Context: an optimization exercise on an open-source flow, tuned for small area, a short achievable clock period and few clock cycles per item. The choices shown serve that exercise and are no tape-out recipe.
RTL that was checked went through simulation tests only; none was proved equivalent to the original.

the baseline:
## astar_open_sort_top
module astar_open_sort_top (
	input  logic                Clk,
	input  logic                Reset,
	input  logic                node_valid,
	output logic                node_ready,
	input  logic [8-1:0] node_x,
	input  logic [8-1:0] node_y,
	input  logic [8-1:0] start_x,
	input  logic [8-1:0] start_y,
	input  logic [8-1:0] goal_x,
	input  logic [8-1:0] goal_y,
	input  logic                sort_start,
	output logic                out_valid,
	input  logic                out_ready,
	output logic [8-1:0] out_x,
	output logic [8-1:0] out_y,
	output logic [10-1:0]  out_cost,
	output logic                out_last,
	output logic                busy
);
==> flow/config.mk <==
export PLATFORM = sky130hd
export DESIGN_NAME = astar_open_sort_top
export DESIGN_NICKNAME = astar_open_sort_top
export VERILOG_FILES = /design/flow/design.v
export SDC_FILE = /design/flow/constraint.sdc
export NUM_CORES = 4
export LEC_CHECK = 0
export CAP_MARGIN = 20
export CORE_MARGIN = 2
export CORE_UTILIZATION = 40
export SLEW_MARGIN = 20
==> flow/constraint.sdc <==
create_clock -name core_clock -period 13.0 [get_ports {Clk}]
set_input_delay 2.6000 -clock core_clock [delete_from_list [all_inputs] [get_ports {Clk}]]
set_output_delay 2.6000 -clock core_clock [all_outputs]
set_load 0.01 [all_outputs]
standard.sh (not shown) runs the stock make flow with config.mk's settings and CLKGATE_MAP_FILE= SYNTH_SCRIPT=/design/flow/synth_recipe.tcl, a recipe that flattens the netlist after the stock synthesis.
==> flow/flow/run.sh <==
#!/bin/bash
# Layout flow: the standard flow (standard.sh) with these changes:
#  - synthesis: Yosys's synth runs without its generic ABC pass (-noabc), so
#    the adder extraction sees the full adders as written; each module is mapped on its own (SYNTH_HIERARCHICAL=1; all
#    registers sit in the top module, so their names are the standard ones) and
#    ABC maps with flow/map.abc (the standard speed script without ABC's own
#    buffering and sizing; placement's repair buffers and sizes instead).
#    Registers are mapped before ABC, exactly as in the standard synthesis.
#  - timing repair aims SETUP_SLACK_MARGIN below the clock period.
#  - clock tree: smaller buffers, no dummy loads.
# Each tool's full output stays in orfs/logs/; make's output in standard_flow.log.
set -euo pipefail
W=$PWD
MARGIN=7.4
CTS="-sink_clustering_enable -repair_clock_nets -dont_use_dummy_load -buf_list sky130_fd_sc_hd__clkbuf_8 -sink_clustering_size 14 -sink_clustering_max_diameter 60"
EXTRA=(BUFFER_PORTS_ARGS="-buffer_cell sky130_fd_sc_hd__buf_1")
sed 's|^source \$::env(SCRIPTS_DIR)/synth_preamble.tcl$|&\nset abc_args [lreplace $abc_args 1 1 '"$W"'/flow/map.abc]|' \
	"$FLOW_HOME/scripts/synth.tcl" > "$W/map_synth.tcl"
grep -q "flow/map.abc" "$W/map_synth.tcl"
sed -e 's|^source \$::env(SCRIPTS_DIR)/synth.tcl$|source '"$W"'/map_synth.tcl|' \
	-e 's|^proc synth {args} { yosys synth -nofsm -noshare {\*}\$args }$|proc synth {args} { yosys synth -nofsm -noshare -noabc {*}$args }|' \
	"$W/synth_recipe.tcl" > "$W/map_synth_recipe.tcl"
grep -q "map_synth.tcl" "$W/map_synth_recipe.tcl"
grep -q -- "-noabc" "$W/map_synth_recipe.tcl"
bash standard.sh SYNTH_SCRIPT="$W/map_synth_recipe.tcl" SYNTH_HIERARCHICAL=1 \
	SETUP_SLACK_MARGIN="$MARGIN" CTS_ARGS="$CTS" "${EXTRA[@]}" \
	finish > standard_flow.log 2>&1
==> flow/flow/map.abc <==
&get -n
&st
&dch
&nf
&put
Testbench counts of the baseline, summed over its fixed seeds: cycles 29,278, batches 1,280.
## Diff of input files: the candidate against the baseline
diff --git a/flow/design.v b/flow/design.v
--- a/flow/design.v
+++ b/flow/design.v
@@ -6,48 +6,52 @@
 		{
 			logic [8-1:0] x;    
 			logic [8-1:0] y;    
 		} coord;
 	} node_word_u;
 endpackage
 `timescale 1ns/1ps
-module octile_hilo (
+module octile_diff (
 	input  logic [8-1:0] ax,
 	input  logic [8-1:0] ay,
 	input  logic [8-1:0] bx,
 	input  logic [8-1:0] by,
-	output logic [8-1:0] d_hi,
-	output logic [8-1:0] d_lo
+	output logic [8-1:0] dx,
+	output logic [8-1:0] dy,
+	output logic                sw
 );
 	logic [8:0]   sx, sy;
-	logic [8-1:0] dx, dy;
-	logic                sw;
-	assign sx   = {1'b0, ax} - {1'b0, bx};
-	assign sy   = {1'b0, ay} - {1'b0, by};
-	assign dx   = sx[8] ? -sx[8-1:0] : sx[8-1:0];
-	assign dy   = sy[8] ? -sy[8-1:0] : sy[8-1:0];
-	assign sw   = dx > dy;
-	assign d_hi = sw ? dx : dy;
-	assign d_lo = sw ? dy : dx;
+	assign sx = {1'b0, ax} - {1'b0, bx};
+	assign sy = {1'b0, ay} - {1'b0, by};
+	assign dx = sx[8] ? -sx[8-1:0] : sx[8-1:0];
+	assign dy = sy[8] ? -sy[8-1:0] : sy[8-1:0];
+	assign sw = dx > dy;
 endmodule
 module octile_diag_carry (
 	input  logic [8-1:0] lo,
 	output logic [1:0]          k
 );
 	logic [8:0] t;
 	assign t = {2'b0, lo[1:0], 5'b0} + {2'b0, lo[2:0], 4'b0} + {2'b0, lo[4:0], 2'b0} + {2'b0, lo[6:0]};
 	assign k = t[8:7];
 endmodule
 module octile_sum (
-	input  logic [8-1:0] g_hi,
-	input  logic [8-1:0] g_lo,
-	input  logic [8-1:0] s_hi,
-	input  logic [8-1:0] s_lo,
+	input  logic [8-1:0] g_dx,
+	input  logic [8-1:0] g_dy,
+	input  logic                g_sw,
+	input  logic [8-1:0] s_dx,
+	input  logic [8-1:0] s_dy,
+	input  logic                s_sw,
 	output logic [10-1:0]  cost
 );
+	logic [8-1:0] g_hi, g_lo, s_hi, s_lo;
+	assign g_hi = g_sw ? g_dx : g_dy;
+	assign g_lo = g_sw ? g_dy : g_dx;
+	assign s_hi = s_sw ? s_dx : s_dy;
+	assign s_lo = s_sw ? s_dy : s_dx;
 	logic [1:0] g_k, s_k;
 	logic [36:0] t_s, t_c;
 	logic [10-1:0] row_a, row_b;
 	octile_diag_carry i_gk (.lo(g_lo), .k(g_k));
 	octile_diag_carry i_sk (.lo(s_lo), .k(s_k));
 	assign t_s[0] = g_hi[0] ^ g_lo[2] ^ g_lo[3];
 	assign t_c[0] = (g_hi[0] & g_lo[2]) | (g_hi[0] & g_lo[3]) | (g_lo[2] & g_lo[3]);
@@ -178,15 +182,16 @@
 	output logic                out_last,
 	output logic                busy
 );
 	localparam int N  = 16;
 	localparam int EW = 2*8 + 10;    
 	logic                a_v;
 	logic [8-1:0] a_x, a_y;
-	logic [8-1:0] a_ghi, a_glo, a_shi, a_slo;
+	logic [8-1:0] a_gdx, a_gdy, a_sdx, a_sdy;
+	logic                a_gsw, a_ssw;
 	logic                b_v;
 	logic [8-1:0] b_x, b_y;
 	logic [10-1:0]  b_c;
 	logic [8-1:0] e_x [N];
 	logic [8-1:0] e_y [N];
 	logic [10-1:0]  e_c [N];
 	logic [5-1:0] cnt;         
@@ -241,27 +246,30 @@
 			b_v    <= a_v;
 			cnt    <= cnt_n;
 			busy_r <= busy_n;
 			ne_r   <= (cnt_n != '0) | accept | a_v;
 			blk_r  <= busy_n | (({1'b0, cnt_n} + accept + a_v) >= N);
 		end
 	end
-	logic [8-1:0] ghi, glo, shi, slo;
+	logic [8-1:0] gdx, gdy, sdx, sdy;
+	logic                gsw, ssw;
 	logic [10-1:0]  cost;
-	octile_hilo i_goal  (.ax(node_x), .ay(node_y), .bx(goal_x),  .by(goal_y),  .d_hi(ghi), .d_lo(glo));
-	octile_hilo i_start (.ax(node_x), .ay(node_y), .bx(start_x), .by(start_y), .d_hi(shi), .d_lo(slo));
-	octile_sum  i_sum   (.g_hi(a_ghi), .g_lo(a_glo), .s_hi(a_shi), .s_lo(a_slo), .cost(cost));
+	octile_diff i_goal  (.ax(node_x), .ay(node_y), .bx(goal_x),  .by(goal_y),  .dx(gdx), .dy(gdy), .sw(gsw));
+	octile_diff i_start (.ax(node_x), .ay(node_y), .bx(start_x), .by(start_y), .dx(sdx), .dy(sdy), .sw(ssw));
+	octile_sum  i_sum   (.g_dx(a_gdx), .g_dy(a_gdy), .g_sw(a_gsw), .s_dx(a_sdx), .s_dy(a_sdy), .s_sw(a_ssw), .cost(cost));
 	always_ff @(posedge Clk)
 	begin
 		a_x   <= node_x;
 		a_y   <= node_y;
-		a_ghi <= ghi;
-		a_glo <= glo;
-		a_shi <= shi;
-		a_slo <= slo;
+		a_gdx <= gdx;
+		a_gdy <= gdy;
+		a_gsw <= gsw;
+		a_sdx <= sdx;
+		a_sdy <= sdy;
+		a_ssw <= ssw;
 		b_x   <= a_x;
 		b_y   <= a_y;
 		b_c   <= cost;
 	end
 	logic [EW-1:0] e_q [N];
 	logic [EW-1:0] e_d [N];
 	logic [EW-1:0] b_e;
==> results.txt <==
The candidate -> the baseline: instance count of the mapped netlist flat
Highest clock frequency the design can meet essentially unchanged between the candidate and the baseline.
The baseline → the candidate: via count about even; parity-gate share of the synthesized area counting xor and xnor cells rose 0.56 points; final critical-path setup slack rose 11 ps.
Going from the baseline to the candidate, the count of cells resized by post-cts repair was found to have gone down by 2.
Testbench counts of the candidate, summed over its fixed seeds: cycles 29,278, batches 1,280.

Another version of the RTL of astar_open_sort_top (not shown whole).
Size in the first run: ~2,700 cells after synthesis, ~510 flip-flops, roughly 83 I/O pins.
==> module astar_open_sort_top, before the edit <==
module astar_open_sort_top (
	input  logic                Clk,
	input  logic                Reset,
	input  logic                node_valid,
	output logic                node_ready,
	input  logic [8-1:0] node_x,
	input  logic [8-1:0] node_y,
	input  logic [8-1:0] start_x,
	input  logic [8-1:0] start_y,
	input  logic [8-1:0] goal_x,
	input  logic [8-1:0] goal_y,
	input  logic                sort_start,
	output logic                out_valid,
	input  logic                out_ready,
	output logic [8-1:0] out_x,
	output logic [8-1:0] out_y,
	output logic [10-1:0]  out_cost,
	output logic                out_last,
	output logic                busy
);
	localparam int N  = 16;
	localparam int EW = 2*8 + 10;    
	logic                a_v;
	logic [8-1:0] a_x, a_y;
	logic [8-1:0] a_ghi, a_glo, a_shi, a_slo;
	logic                b_v;
	logic [8-1:0] b_x, b_y;
	logic [10-1:0]  b_c;
	logic [8-1:0] e_x [N];
	logic [8-1:0] e_y [N];
	logic [10-1:0]  e_c [N];
	logic [N-1:0]        v;           
	logic                busy_r;      
	logic                ne_r;        
	logic                blk_r;       
	logic                accept;
	logic                pop;
	logic                done;
	logic                start_go;
	logic [N-1:0]        v_n;
	logic                busy_n;
	logic [N-1:0]        gt;          
	assign start_go   = sort_start & ne_r;
	assign busy       = busy_r | start_go;
	assign node_ready = ~(blk_r | start_go);
	assign accept     = node_valid & node_ready;
	assign out_valid  = busy_r;
	assign out_x      = e_x[0];
	assign out_y      = e_y[0];
	assign out_cost   = e_c[0];
	assign out_last   = busy_r & ~v[1];
	assign pop        = busy_r & out_ready;
	assign done       = pop & ~v[1];
	always_comb
	begin
		if (pop)
			v_n = {1'b0, v[N-1:1]};
		else if (b_v)
			v_n = {v[N-2:0], 1'b1};
		else
			v_n = v;
		busy_n = busy_r ? ~done : start_go;
	end
	always_ff @(posedge Clk or posedge Reset)
	begin
		if (Reset)
		begin
			a_v    <= 1'b0;
			b_v    <= 1'b0;
			v      <= '0;
			busy_r <= 1'b0;
			ne_r   <= 1'b0;
			blk_r  <= 1'b0;
		end
		else
		begin
			a_v    <= accept;
			b_v    <= a_v;
			v      <= v_n;
			busy_r <= busy_n;
			ne_r   <= v_n[0] | accept | a_v;
			blk_r  <= busy_n | v_n[N-1] | (v_n[N-2] & (accept | a_v)) | (v_n[N-3] & accept & a_v);
		end
	end
	logic [8-1:0] ghi, glo, shi, slo;
	logic [10-1:0]  cost;
	octile_hilo i_goal  (.ax(node_x), .ay(node_y), .bx(goal_x),  .by(goal_y),  .d_hi(ghi), .d_lo(glo));
	octile_hilo i_start (.ax(node_x), .ay(node_y), .bx(start_x), .by(start_y), .d_hi(shi), .d_lo(slo));
	octile_sum  i_sum   (.g_hi(a_ghi), .g_lo(a_glo), .s_hi(a_shi), .s_lo(a_slo), .cost(cost));
	always_ff @(posedge Clk)
	begin
		a_x   <= node_x;
		a_y   <= node_y;
		a_ghi <= ghi;
		a_glo <= glo;
		a_shi <= shi;
		a_slo <= slo;
		b_x   <= a_x;
		b_y   <= a_y;
		b_c   <= cost;
	end
	logic [EW-1:0] e_q [N];
	logic [EW-1:0] e_d [N];
	logic [EW-1:0] b_e;
	logic [N-1:0]  c_gt;
	logic [10-1:0] b_cn;
	logic [N-1:0]  s_pop, s_sh, s_new, s_hold;
	assign b_e = {b_x, b_y, b_c};
	assign b_cn = ~b_c;
	always_comb
		for (int i = 0; i < N; i++)
		begin
			e_q[i]    = {e_x[i], e_y[i], e_c[i]};
			gt[i]     = ~v[i] | c_gt[i];
			s_pop[i]  = pop;
			s_sh[i]   = ~pop & b_v & gt[i] & ((i > 0) ? gt[(i > 0) ? i-1 : 0] : 1'b0);
			s_new[i]  = ~pop & b_v & gt[i] & ((i > 0) ? ~gt[(i > 0) ? i-1 : 0] : 1'b1);
			s_hold[i] = ~pop & ~(b_v & gt[i]);
		end
	for (genvar i = 0; i < N; i++)
	begin : g_entry
		cost_greater i_gt (.a(e_c[i]), .b_n(b_cn), .gt(c_gt[i]));
		list_entry_next i_next (
			.q      (e_q[i]),
			.q_prev ((i > 0)   ? e_q[(i > 0) ? i-1 : 0]     : b_e),
			.q_next ((i < N-1) ? e_q[(i < N-1) ? i+1 : i] : e_q[i]),
			.q_new  (b_e),
			.s_pop  (s_pop[i]),
			.s_sh   (s_sh[i]),
			.s_new  (s_new[i]),
			.s_hold (s_hold[i]),
			.d      (e_d[i])
		);
	end
	always_ff @(posedge Clk)
		for (int i = 0; i < N; i++)
			{e_x[i], e_y[i], e_c[i]} <= e_d[i];
endmodule
Settings: LEC_CHECK=0, CAP_MARGIN=20, CORE_MARGIN=2, CORE_UTILIZATION=40, SLEW_MARGIN=20; clock period 13.0 ns.
==> flow/flow/run.sh <==
#!/bin/bash
# Standard layout with two changes:
#  - synthesis maps logic with flow/map.abc (ABC without its own buffering
#    and sizing; the placer's repair sizes and buffers instead). Registers
#    are mapped before ABC, exactly as in the standard synthesis.
#  - timing repair aims SETUP_SLACK_MARGIN below the clock period.
set -euo pipefail
W=$PWD
sed 's|^source \$::env(SCRIPTS_DIR)/synth_preamble.tcl$|&\nset abc_args [lreplace $abc_args 1 1 '"$W"'/flow/map.abc]|' \
	"$FLOW_HOME/scripts/synth.tcl" > "$W/map_synth.tcl"
grep -q "flow/map.abc" "$W/map_synth.tcl"
sed 's|^source \$::env(SCRIPTS_DIR)/synth.tcl$|source '"$W"'/map_synth.tcl|' "$W/synth_recipe.tcl" > "$W/map_synth_recipe.tcl"
grep -q "map_synth.tcl" "$W/map_synth_recipe.tcl"
bash standard.sh SYNTH_SCRIPT="$W/map_synth_recipe.tcl" SETUP_SLACK_MARGIN=7.4 SYNTH_HIERARCHICAL=1 \
	CTS_ARGS="-sink_clustering_enable -repair_clock_nets -dont_use_dummy_load -buf_list sky130_fd_sc_hd__clkbuf_8 -sink_clustering_size 14 -sink_clustering_max_diameter 60" \
	finish > standard_flow.log 2>&1
Scripts as last shown in full above: flow/flow/map.abc
Then changed:
--- a/flow/design.v
+++ b/flow/design.v
@@ -101,63 +101,66 @@
 	logic                b_v;
 	logic [8-1:0] b_x, b_y;
 	logic [10-1:0]  b_c;
 	logic [8-1:0] e_x [N];
 	logic [8-1:0] e_y [N];
 	logic [10-1:0]  e_c [N];
-	logic [N-1:0]        v;           
+	logic [5-1:0] cnt;         
 	logic                busy_r;      
 	logic                ne_r;        
 	logic                blk_r;       
 	logic                accept;
 	logic                pop;
 	logic                done;
 	logic                start_go;
-	logic [N-1:0]        v_n;
+	logic [5-1:0] cnt_n;
+	logic [N-1:0]        v;           
 	logic                busy_n;
 	logic [N-1:0]        gt;          
 	assign start_go   = sort_start & ne_r;
 	assign busy       = busy_r | start_go;
 	assign node_ready = ~(blk_r | start_go);
 	assign accept     = node_valid & node_ready;
 	assign out_valid  = busy_r;
 	assign out_x      = e_x[0];
 	assign out_y      = e_y[0];
 	assign out_cost   = e_c[0];
-	assign out_last   = busy_r & ~v[1];
+	assign out_last   = busy_r & (cnt[5-1:1] == '0);
 	assign pop        = busy_r & out_ready;
-	assign done       = pop & ~v[1];
+	assign done       = pop & (cnt[5-1:1] == '0);
 	always_comb
 	begin
 		if (pop)
-			v_n = {1'b0, v[N-1:1]};
+			cnt_n = cnt - 1'b1;
 		else if (b_v)
-			v_n = {v[N-2:0], 1'b1};
+			cnt_n = cnt + 1'b1;
 		else
-			v_n = v;
+			cnt_n = cnt;
+		for (int i = 0; i < N; i++)
+			v[i] = cnt > i;
 		busy_n = busy_r ? ~done : start_go;
 	end
 	always_ff @(posedge Clk or posedge Reset)
 	begin
 		if (Reset)
 		begin
 			a_v    <= 1'b0;
 			b_v    <= 1'b0;
-			v      <= '0;
+			cnt    <= '0;
 			busy_r <= 1'b0;
 			ne_r   <= 1'b0;
 			blk_r  <= 1'b0;
 		end
 		else
 		begin
 			a_v    <= accept;
 			b_v    <= a_v;
-			v      <= v_n;
+			cnt    <= cnt_n;
 			busy_r <= busy_n;
-			ne_r   <= v_n[0] | accept | a_v;
-			blk_r  <= busy_n | v_n[N-1] | (v_n[N-2] & (accept | a_v)) | (v_n[N-3] & accept & a_v);
+			ne_r   <= (cnt_n != '0) | accept | a_v;
+			blk_r  <= busy_n | (({1'b0, cnt_n} + accept + a_v) >= N);
 		end
 	end
 	logic [8-1:0] ghi, glo, shi, slo;
 	logic [10-1:0]  cost;
 	octile_hilo i_goal  (.ax(node_x), .ay(node_y), .bx(goal_x),  .by(goal_y),  .d_hi(ghi), .d_lo(glo));
 	octile_hilo i_start (.ax(node_x), .ay(node_y), .bx(start_x), .by(start_y), .d_hi(shi), .d_lo(slo));
The new run produced a clean layout.
Sequential share of layout area is lower by 1.7 points.
Final area is higher by 2.0%.
Synthesized cell count hardly moves.
Non-clock buffer count is higher by 31.
Die area is lower by 0.44%.
Cell count is higher by 0.67%.
First-iteration DRC count is higher by 7.0%.
Critical path depth is unchanged.
Wire length is higher by about 2.3%.
Global-route usage is higher by 0.44 points.
Maximum frequency is higher by about 2.6%.
No functional check of the RTL was part of any run of this note.

==> re-timing with driven ports <==
The results above use ideal ports. As a check the final layouts listed here were re-extracted and re-timed, cells and wires unchanged. Step 1, drivers: a clkbuf_16 drives Clk and a buf_2 each remaining input, both assumed. Step 2, shift: input delay + t, output delay - t, t = (earliest + latest rising clock arrival at the registers) / 2. This alone moves slack from input paths to output paths. Slacks: no drivers / after step 1 / after step 2; pairs: no drivers / after step 1.
| run | t (ns) | setup slack, ns | hold slack, ns |
|---|---|---|---|
| the baseline | 0.698 | 7.418 / 7.386 / 6.855 | 0.311 / 0.311 / 0.311 |
| the candidate | 0.677 | 7.430 / 7.393 / 7.121 | 0.311 / 0.311 / 0.311 |
| the first run of note 2 | 0.685 | 7.239 / 7.267 / 6.581 | 0.299 / 0.299 / 0.299 |
| the second run of note 2 | 0.690 | 7.384 / 7.372 / 6.728 | 0.314 / 0.314 / 0.314 |
After both steps setup and hold are still met in every run listed. For the first run of note 2, which loses most, drivers alone change the setup slack by +0.028 ns; drivers and shift together by -0.658 ns.
